Context: an optimization exercise on an open-source flow, tuned for small area, a short achievable clock period and few clock cycles per item. The choices shown serve that exercise and are no tape-out recipe.
No run shown here included a check of the RTL's function; only the layout flow was run.
Power figures rest on the tool's default switching activity, not on a simulated workload.

==> flow/design.v (outline; a module is shown in full before it is edited, if it fits) <==
// module rsti_front: 54 lines
// module rsti_back: 131 lines
// module rsti_mac_lo: 1299 lines
// module rsti_mac_hi: 1333 lines
// module radix_string_to_integer_unit: 63 lines
module radix_string_to_integer_unit (
    input  logic                              i_clk,
    input  logic                              i_rst_n,
    input  logic                              i_valid,
    output logic                              o_ready,
    input  logic [7:0]                        i_ch,
    input  logic                              i_first,
    output logic                              o_valid,
    input  logic                              i_ready,
    output logic signed [rsti_pkg::VAL_W-1:0] o_value,
    input  logic                              i_cfg_we,
    input  logic [1:0]                        i_cfg_idx,
    input  logic [rsti_pkg::VAL_W-1:0]        i_cfg_data
);
  // ...
==> flow/run.sh <==
#!/bin/bash
# synth_recipe.tcl (not shown) runs the flow's synth.tcl, then flattens the netlist and writes it again
# the make line also repeats each setting of config.mk as NAME=value (left out here)
make -C /OpenROAD-flow-scripts/flow DESIGN_CONFIG=/design/flow/config.mk WORK_HOME=/design/flow/orfs CLKGATE_MAP_FILE= SYNTH_SCRIPT=/design/flow/synth_recipe.tcl finish
==> flow/config.mk <==
export PLATFORM = sky130hd
export DESIGN_NAME = radix_string_to_integer_unit
export DESIGN_NICKNAME = radix_string_to_integer_unit
export VERILOG_FILES = /design/flow/design.v
export SDC_FILE = /design/flow/constraint.sdc
export NUM_CORES = 4
export LEC_CHECK = 0
export CAP_MARGIN = 20
export CORE_MARGIN = 2
export CORE_UTILIZATION = 40
export PLACE_DENSITY = 0.6
export SLEW_MARGIN = 20
==> flow/constraint.sdc <==
create_clock -name core_clock -period 6.5 [get_ports {i_clk}]
set_input_delay 1.3000 -clock core_clock [delete_from_list [all_inputs] [get_ports {i_clk}]]
set_output_delay 1.3000 -clock core_clock [all_outputs]
set_load 0.01 [all_outputs]
==> results.txt, run 1 <==
WL met3 - 2.137 mm
met1 Use GR - 27.35%
design area - 0.02359 mm^2
Post-synth EDFFs - 78
Syn Nets - 2,747
sw frac - 36.81%
cells after synthesis - 2,346
Cells after DPL - 3,079
root buffer cell - clkbuf_16
status - no timing/DRC/antenna violations
R2R depth - 20
RSZ-0062 raised after global routing - false
Yosys cell types - 64
hold_ws - 0.4834 ns
DR iter-0 viols - 846
Post-synth top cells - nand2_1 (458), inv_1 (220), fa_1 (193)
starting density of the core - 40.35%
largest net degree at the start of global routing - 81
gr busiest metal - met2
Die Y - 231.0 um
Worst Hold Depth - 2
Async SR Flop Fraction - 0%
fin util - 46.17%
TAP cells - 680
crit end category - flip-flop
fraction of the cycle the final worst path needs - 89.74%
Slew Limit Fails - 0
Comb power frac - 43.8%
vias in the first global route - 17,500
==> inputs of run 2 (changes only) <==
--- a/flow/config.mk
+++ b/flow/config.mk
@@ -9,4 +9,5 @@
 export CORE_MARGIN = 2
 export CORE_UTILIZATION = 40
 export PLACE_DENSITY = 0.6
+export SETUP_SLACK_MARGIN = 3.5
 export SLEW_MARGIN = 20
==> results.txt, run 2 <==
fraction of the cycle the final worst path needs - 78.45% (was 89.74%)
Post-synth EDFFs - 78 (unchanged)
cts-stage hold buffer count - 0 (unchanged)
Port Buffers - 145 (unchanged)
slowest cell delay on critical path - 0.55 ns (was 0.52 ns)
Syn Nets - 2,747 (unchanged)
setup_tns - 0 ns (unchanged)
Vias - 17,350 (was 16,460)
sequential share of power - 26.5% (was 30.5%)
biggest regs - r_digits_high: 64 flops, r_digits_low: 64 flops, u_back.r_hi: 34 flops (unchanged)
ys flop type - dfxtp_1 (unchanged)
HP Class - reg -> reg (unchanged)
capture point of the worst reg-to-reg path - u_back.r_carry[3]$_DFFE_PP_ (unchanged)
Max Cap Viol - 0 (unchanged)
layout cells sized above 1 - 19.91% (was 3.917%)
Area after DPL - 0.02305 mm^2 (was 0.02269 mm^2)
site row count - 83 (unchanged)
PD cells - 260.8 mW/mm^2 (was 254.6 mW/mm^2)
initial antenna violation count - 0 (unchanged)
# fillers - 4,633 (was 4,988)
Setup crit start kind - flip-flop (unchanged)
leakage - 11.38 nW (was 10.13 nW)
crit path buf inv count - 3 (was 2)
most frequent cells in the layout - nand2_1 (440), inv_1 (214), fa_1 (169) (was nand2_1 (458), inv_1 (220), fa_1 (193))
root buffer cell - clkbuf_16 (unchanged)
#FFs+latches synth - 224 (unchanged)
synthesized area - 0.02062 mm^2 (unchanged)
Async SR Flop Fraction - 0% (unchanged)
htree depth - 1 (unchanged)
worst-path cell chain - buf_6, inv_4, ha_4, nand2b_4, o21a_1, o21ai_2, fa_2, fa_1, inv_1, fa_2, ha_4, a21oi_4, nor3b_4, a21oi_2, o21ai_2, a21o_1, o211ai_1, o311a_1, or2_4, fa_2, xor2_1 (was inv_1, ha_1, nand2b_1, nor3_1, o21ai_0, fa_1, fa_1, inv_1, fa_1, ha_1, a21oi_1, nor3b_1, a21oi_1, o21ai_1, a21o_1, o211ai_1, o311a_1, or2_2, fa_1, xor2_1)
DRC Markers - 0 (unchanged)
Worst Path Class, Setup - reg -> reg (unchanged)
GRT Total Usage - 22.75% (was 21.33%)
Yosys warning count - 3 (unchanged)
starting density of the core - 40.35% (unchanged)
grt total ovfl - 0 (unchanged)
design area - 0.02671 mm^2 (was 0.02359 mm^2)
hold path endpoint - r_digits_high[62]$_SDFFE_PN0P_ (was r_digits_low[62]$_SDFFE_PN0P_)
Die Footprint - 0.05338 mm^2 (unchanged)
DR iter-0 viols - 1,099 (was 846)
WP data required - 6.81 ns (was 6.80 ns)
Post-synth top cells - nand2_1 (458), inv_1 (220), fa_1 (193) (unchanged)
CP max stage cell - fa_2 (was fa_1)
Peak Freq - 196.1 MHz (was 171.4 MHz)
Slew Limit Fails - 0 (unchanged)
status - no timing/DRC/antenna violations (unchanged)
CTS tree - done (unchanged)
Critical Path Fanout Max - 7 (was 16)
Worst-Skew Late Latency - 0.60 ns (about the same)
Critical Path AT - 5.41 ns (was 6.13 ns)
most used cell, CP - fa_2 (was fa_1)
FF-to-FF setup slack - 1.40 ns (was 0.67 ns)
Worst Hold Depth - 2 (unchanged)
synth top area cells - fa_1 (19%), dfxtp_1 (14%), edfxtp_1 (11%) (unchanged)
R2R depth - 21 (was 20)
Clock Sinks - 224 (unchanged)
Crit Reg-Reg Startpoint - r_radix[0]$_SDFFE_PN0P_ (was r_radix[1]$_SDFFE_PN1P_)
Seq/Total Area, Yosys - 25.54% (unchanged)
Clock Power Share - 22.0% (was 25.6%)
CP delay by family, top - adder cells (unchanged)
Final Critical Period - 5.099 ns (was 5.833 ns)
detailed placement HPWL - 40.13 mm (was 40.50 mm)
Placer Congestion - 0.8537 (was 0.8741)
Via density - 5.312 (was 5.256)
CTS clock-pin slew for the worst setup and hold paths - 0.06 ns (about the same)
Slew @ Worst Pin - 0.8780 ns (was 0.9632 ns)
Comb power frac - 51.5% (was 43.8%)
Top-Level Pins - 146 (unchanged)
cells after synthesis - 2,346 (unchanged)
VDD IR max - 0.1923 mV (was 0.2317 mV)
sw frac - 37.98% (was 36.81%)
vias in the first global route - 18,180 (was 17,500)
Net Sw Power - 2.646 mW (was 2.211 mW)
crit end category - flip-flop (unchanged)
drt total wl - 62.52 mm (was 55.72 mm)
first-pass GRT wire length - 97.32 mm (was 92.04 mm)
Final Hold Viols - 0 (unchanged)
RSZ-0062 raised after global routing - true (was false)
Worst Clk Skew - 0.04355 ns (was 0.05455 ns)
clock buffer depth - 3 (unchanged)
core area - 0.05109 mm^2 (unchanged)
Nets - 2,971 (was 2,830)
Synth Area per Inst - 8.789 um^2 (unchanged)
Internal - 4.320 mW (was 3.795 mW)
DR pass1 iterations - 6 (was 5)
most common cell in the synthesized netlist - nand2_1 (unchanged)
# diodes - 0 (unchanged)
antenna viol nets, final - 0 (unchanged)
Area growth syn-to-layout - 29.57% (was 14.41%)
share of the synthesized area in the top cell type - 18.74% (unchanged)
Die W - 231.0 um (unchanged)
Die Y - 231.0 um (unchanged)
relative slew slack - 41.25% (was 35.79%)
wire per inst - 19.14 um (was 17.80 um)
cell taking the most area after synthesis - fa_1 (unchanged)
most common cell after layout, fill and taps aside - nand2_1 (unchanged)
hold_sp - r_digits_high[62]$_SDFFE_PN0P_ (was r_digits_low[62]$_SDFFE_PN0P_)
Yosys cell types - 64 (unchanged)
# setup viols final - 0 (unchanged)
largest net degree at the start of global routing - 120 (was 81)
CTS buffer count - 28 (unchanged)
run 2: cell counts after synthesis:
Identical to the previous run, type by type.
run 2: power groups by stage:
stage | clock, mW | sequential (mW) | combinational (mW)
2_1_floorplan | 0 | 1.78 | 2.09
3_3_place_gp | 0 | 1.87 | 2.72
3_5_place_dp | 0 | 1.87 | 2.78
4_1_cts | 1.56 | 1.84 | 3.21
5_1_grt | 1.61 | 1.86 | 3.94
6_report | 1.53 | 1.85 | 3.58
run 2: worst max-delay path by stage:
stage                                  from                     endpoint  slack (ns)  depth (start not counted)
floorplan           r_radix[1]$_SDFFE_PN1P_  u_back.r_carry[3]$_DFFE_PP_        1.60                         21
global placement    r_radix[4]$_SDFFE_PN0P_  u_back.r_carry[3]$_DFFE_PP_         1.0                         17
detailed placement  r_radix[4]$_SDFFE_PN0P_  u_back.r_carry[3]$_DFFE_PP_        0.88                         17
CTS                 r_radix[0]$_SDFFE_PN0P_  u_back.r_carry[3]$_DFFE_PP_        1.39                         21
global route        r_radix[0]$_SDFFE_PN0P_    u_back.r_hi[33]$_DFFE_PP_        1.22                         21
finish              r_radix[0]$_SDFFE_PN0P_  u_back.r_carry[3]$_DFFE_PP_        1.40                         21
run 2: area by class of cell:
cell class / instances / area (um^2) / share of cell area (%)
repair buffers: 318 / 3318 / 12.42
clock buffers: 37 / 754.5 / 2.824
well taps: 680 / 850.8 / 3.185
multi-input cells: 1778 / 15550 / 58.20
flip-flops and latches: 224 / 5288 / 19.79
inverters: 220 / 830.8 / 3.110
clock inverters: 10 / 125.1 / 0.4684
run 2: logic make-up after synthesis:
kind of cell,after synthesis,synth area share [%]
multiplexers,12,0.5826
AO/OA/AOI/OAI,333,10.78
buffers and inverters,344,6.451
XOR/XNOR,240,10.19
AND/OR/NAND/NOR,872,19.95
adder cells (fa/ha/maj),321,26.51
flip-flops,224,25.54
run 2: through the flow:
stage	hold slack [ns]	total power, mW	util [%]	worst slack, ns	instances
global route	0.5073	7.411	52.28	1.216	3267
CTS	0.4871	6.612	50.20	1.395	3219
global placement	0.4716	4.591	45.12	0.9968	3075
floorplan	0.4520	3.876	-	1.599	2346
detailed placement	0.4758	4.651	45.12	0.8768	3075
finish	0.4864	6.966	52.28	1.401	3267
run 2: tightest hold or removal path, stage by stage, from the launching register on:
cell and delay [ns]:
dfxtp_1 0.32, nand2_1 0.05, a21boi_0 0.06
run 2: timing repair:
action / CTS / global route
resized for setup: 455 / 149
pin swaps: 81 / 78
endpoints found under the setup margin: 202 / 164
gates cloned: 11 / 3
buffers inserted: 86 / 44
run 2: layer usage:
metal	share of wire, %	global-route usage (%)	vias to the layer above
met5	0	0	-
met4	3.2	6.673	0
met3	4.6	2.657	131
met2	51	41.51	475
met1	41	28.10	8682
li1	-	-	8065
==> inputs of run 3 (changes only) <==
--- a/flow/config.mk
+++ b/flow/config.mk
@@ -9,5 +9,5 @@
 export CORE_MARGIN = 2
 export CORE_UTILIZATION = 40
 export PLACE_DENSITY = 0.6
-export SETUP_SLACK_MARGIN = 3.5
+export SETUP_SLACK_MARGIN = 2.5
 export SLEW_MARGIN = 20
==> results.txt, run 3 <==
# diodes - 0 (unchanged)
share of the synthesized area in the top cell type - 18.74% (unchanged)
Sequential Area - 0.005288 mm^2 (unchanged)
VDD IR max - 0.2268 mV (was 0.1923 mV)
drt total wl - 60.32 mm (was 62.52 mm)
status - no timing/DRC/antenna violations (unchanged)
Post-synth top cells - nand2_1 (458), inv_1 (220), fa_1 (193) (unchanged)
crit end category - flip-flop (unchanged)
Critical Path AT - 5.36 ns (was 5.41 ns)
ys flop type - dfxtp_1 (unchanged)
Post-synth EDFFs - 78 (unchanged)
PD cells - 268.1 mW/mm^2 (was 260.8 mW/mm^2)
Final Hold Viols - 0 (unchanged)
# setup viols final - 0 (unchanged)
leakage - 10.88 nW (was 11.38 nW)
grt total ovfl - 0 (unchanged)
hold_sp - r_digits_low[51]$_SDFFE_PN0P_ (was r_digits_high[62]$_SDFFE_PN0P_)
most common cell in the synthesized netlist - nand2_1 (unchanged)
first-pass GRT wire length - 95.34 mm (was 97.32 mm)
Clock Sinks - 224 (unchanged)
RSZ-0062 raised after global routing - true (unchanged)
FF-to-FF setup slack - 1.41 ns (was 1.40 ns)
largest net degree at the start of global routing - 90 (was 120)
Critical Path Fanout Max - 7 (unchanged)
Worst Clk Skew - 0.02800 ns (was 0.04355 ns)
capture point of the worst reg-to-reg path - u_back.r_hi[33]$_DFFE_PP_ (was u_back.r_carry[3]$_DFFE_PP_)
htree depth - 1 (unchanged)
Die Y - 231.0 um (unchanged)
fin util - 50.41% (was 52.28%)
core area - 0.05109 mm^2 (unchanged)
Die W - 231.0 um (unchanged)
fraction of the cycle the final worst path needs - 78.23% (was 78.45%)
Vias - 16,990 (was 17,350)
Top-Level Pins - 146 (unchanged)
most common cell after layout, fill and taps aside - nand2_1 (unchanged)
initial antenna violation count - 0 (unchanged)
root buffer cell - clkbuf_16 (unchanged)
Peak Freq - 196.7 MHz (was 196.1 MHz)
Worst Hold Depth - 2 (unchanged)
HP Class - reg -> reg (unchanged)
synth top area cells - fa_1 (19%), dfxtp_1 (14%), edfxtp_1 (11%) (unchanged)
starting density of the core - 40.35% (unchanged)
DR iter-0 viols - 918 (was 1,099)
cell taking the most area after synthesis - fa_1 (unchanged)
most frequent cells in the layout - nand2_1 (451), inv_1 (212), fa_1 (173) (was nand2_1 (440), inv_1 (214), fa_1 (169))
Die Footprint - 0.05338 mm^2 (unchanged)
Synth Area per Inst - 8.789 um^2 (unchanged)
setup_tns - 0 ns (unchanged)
Syn Nets - 2,747 (unchanged)
wire per inst - 18.72 um (was 19.14 um)
# fillers - 4,700 (was 4,633)
GRT Total Usage - 22.34% (was 22.75%)
CP delay by family, top - adder cells (unchanged)
CTS clock-pin slew for the worst setup and hold paths - 0.06 ns (about the same)
layout cells sized above 1 - 13.38% (was 19.91%)
hold path endpoint - r_digits_low[51]$_SDFFE_PN0P_ (was r_digits_high[62]$_SDFFE_PN0P_)
worst-path cell chain - buf_12, buf_4, nand2_1, fa_1, fa_1, inv_1, fa_1, ha_4, and3_4, a221oi_2, o21ai_2, a211oi_2, o21ai_4, a31oi_4, o21bai_1, fa_2, xor2_2, xnor2_1, xnor2_1, a21oi_1 (was buf_6, inv_4, ha_4, nand2b_4, o21a_1, o21ai_2, fa_2, fa_1, inv_1, fa_2, ha_4, a21oi_4, nor3b_4, a21oi_2, o21ai_2, a21o_1, o211ai_1, o311a_1, or2_4, fa_2, xor2_1)
site row count - 83 (unchanged)
#FFs+latches synth - 224 (unchanged)
CP max stage cell - fa_1 (was fa_2)
Worst-Skew Late Latency - 0.59 ns (was 0.60 ns)
most used cell, CP - fa_1 (was fa_2)
detailed placement HPWL - 40.50 mm (was 40.13 mm)
vias in the first global route - 17,760 (was 18,180)
clock buffer depth - 3 (unchanged)
Placer Congestion - 0.8529 (was 0.8537)
Port Buffers - 145 (unchanged)
WP data required - 6.78 ns (was 6.81 ns)
CTS buffer count - 28 (unchanged)
crit path buf inv count - 3 (unchanged)
Setup crit start kind - flip-flop (unchanged)
slowest cell delay on critical path - 0.53 ns (was 0.55 ns)
Yosys cell types - 64 (unchanged)
Seq/Total Area, Yosys - 25.54% (unchanged)
multi-input logic area - 0.01510 mm^2 (was 0.01555 mm^2)
DR pass1 iterations - 8 (was 6)
Crit Reg-Reg Startpoint - r_radix[0]$_SDFFE_PN0P_ (unchanged)
cells after synthesis - 2,346 (unchanged)
antenna viol nets, final - 0 (unchanged)
Slew @ Worst Pin - 1.060 ns (was 0.8780 ns)
CTS tree - done (unchanged)
Area growth syn-to-layout - 24.92% (was 29.57%)
Max Cap Viol - 0 (unchanged)
R2R depth - 20 (was 21)
DRC Markers - 0 (unchanged)
Async SR Flop Fraction - 0% (unchanged)
Yosys warning count - 3 (unchanged)
synthesized area - 0.02062 mm^2 (unchanged)
Worst Path Class, Setup - reg -> reg (unchanged)
Via density - 5.273 (was 5.312)
relative slew slack - 29.32% (was 41.25%)
Slew Limit Fails - 0 (unchanged)
Nets - 2,922 (was 2,971)
biggest regs - r_digits_high: 64 flops, r_digits_low: 64 flops, u_back.r_hi: 34 flops (unchanged)
Final Critical Period - 5.085 ns (was 5.099 ns)
## run 3: changes by cell type in the layout (fill, tap and decap cells not counted), moves of 6 or more
cell	previous run	this run
buf_12	27	17
buf_16	13	4
buf_2	62	0
buf_4	97	90
buf_6	30	6
clkdlybuf4s50_1	70	144
nand2_1	440	451
nand2_2	14	4
nor4_2	6	0
xor2_1	132	155
xor2_2	17	1
xor2_4	7	0
## run 3: tightest hold or removal path, delay by kind of cell, from the launching register on
kind	cells	cell delay (ns)
AND/OR/NAND/NOR	1	0.05
AO/OA/AOI/OAI	1	0.06
flip-flops	1	0.32
## run 3: timing repair
action	4_1_cts	5_1_grt
pin swaps	50	102
hold buffers	0	0
hold endpoints to repair	0	0
gates resized for setup	76	114
endpoints found under the setup margin	112	100
setup buffers	41	47
cloned	4	4
## run 3: area by class of cell
class                      count  area share (%)
multi-input combinational   1778           58.63
sequential                   224           20.53
timing repair buffer         269           10.89
tap                          680           3.303
inverter                     220           3.235
clock buffer                  46           3.216
clock inverter                 5          0.1943
## run 3: how the worst max path moves through the flow
stage / from / to / slack [ns] / depth (start not counted)
after global placement: r_radix[4]$_SDFFE_PN0P_ / u_back.r_carry[3]$_DFFE_PP_ / 0.95 / 17
final: r_radix[0]$_SDFFE_PN0P_ / u_back.r_hi[33]$_DFFE_PP_ / 1.41 / 20
after CTS: r_radix[1]$_SDFFE_PN1P_ / u_back.r_carry[3]$_DFFE_PP_ / 1.49 / 21
after floorplan: r_radix[1]$_SDFFE_PN1P_ / u_back.r_carry[3]$_DFFE_PP_ / 1.60 / 21
after global routing: r_radix[0]$_SDFFE_PN0P_ / u_back.r_hi[33]$_DFFE_PP_ / 1.29 / 21
after detailed placement: r_radix[4]$_SDFFE_PN0P_ / u_back.r_carry[3]$_DFFE_PP_ / 0.81 / 17
## run 3: logic make-up (layout without fill, tap and decap cells)
logic type      count (synthesis)  after routing  share of synthesized area, %
buf+inv                       344            540                         6.451
compound gates                333            333                         10.78
mux                            12             12                        0.5826
flops                         224            224                         25.54
fa+ha+maj                     321            321                         26.51
simple gates                  872            872                         19.95
xor+xnor                      240            240                         10.19
## run 3: power by group
| part | internal, mW | switching, mW | total [mW] |
|---|---|---|---|
| logic | 1.78 | 1.77 | 3.55 |
| registers | 1.67 | 0.168 | 1.84 |
| clock network | 0.866 | 0.650 | 1.52 |
| total | 4.31 | 2.59 | 6.91 |
## run 3: layer usage
metal,wire [um],track usage (%),share of wire [%],vias up
li1,-,-,-,7983
met1,25190,27.78,42,8368
met2,29860,39.60,50,501
met3,3089,2.916,5.1,137
met4,2184,8.044,3.6,0
met5,0,0,0,-
## run 3: stage by stage
step,area [um^2],std cells,power [mW],hold WS [ns],setup WS [ns]
floorplan,21040,2346,3.846,0.4520,1.599
global placement,23020,3075,4.596,0.4676,0.9499
detailed placement,23020,3075,4.645,0.4728,0.8131
CTS,24730,3171,6.473,0.4809,1.488
global route,25760,3222,7.386,0.5063,1.291
finish,25760,3222,6.905,0.4780,1.415

==> separate check: timing with driven ports <==
How much do the figures lean on ideal ports? The routed layouts below were timed once more, with nothing changed but the port constraints. Step 1 assumes that a clkbuf_16 drives the clock port and a buf_2 every other input. Step 2 times the ports against the registers' clock, not the clock port: input delays grow and output delays shrink by t, the midpoint of the rising clock arrivals with the driver on. a / b / c = no drivers / after step 1 / after step 2; a / b = the first two.
run | t, ns | slack for setup (ns) | hold slack, ns | latest minus earliest clock arrival (ns)
run 1 | 0.624 | 0.667 / 0.667 / 0.667 | 0.483 / 0.483 / 0.483 | 0.055 / 0.056
run 2 | 0.628 | 1.401 / 1.401 / 1.401 | 0.486 / 0.486 / 0.486 | 0.045 / 0.044
run 3 | 0.639 | 1.415 / 1.415 / 1.415 | 0.478 / 0.478 / 0.478 | 0.028 / 0.029
After both steps setup and hold are still met in every run listed.
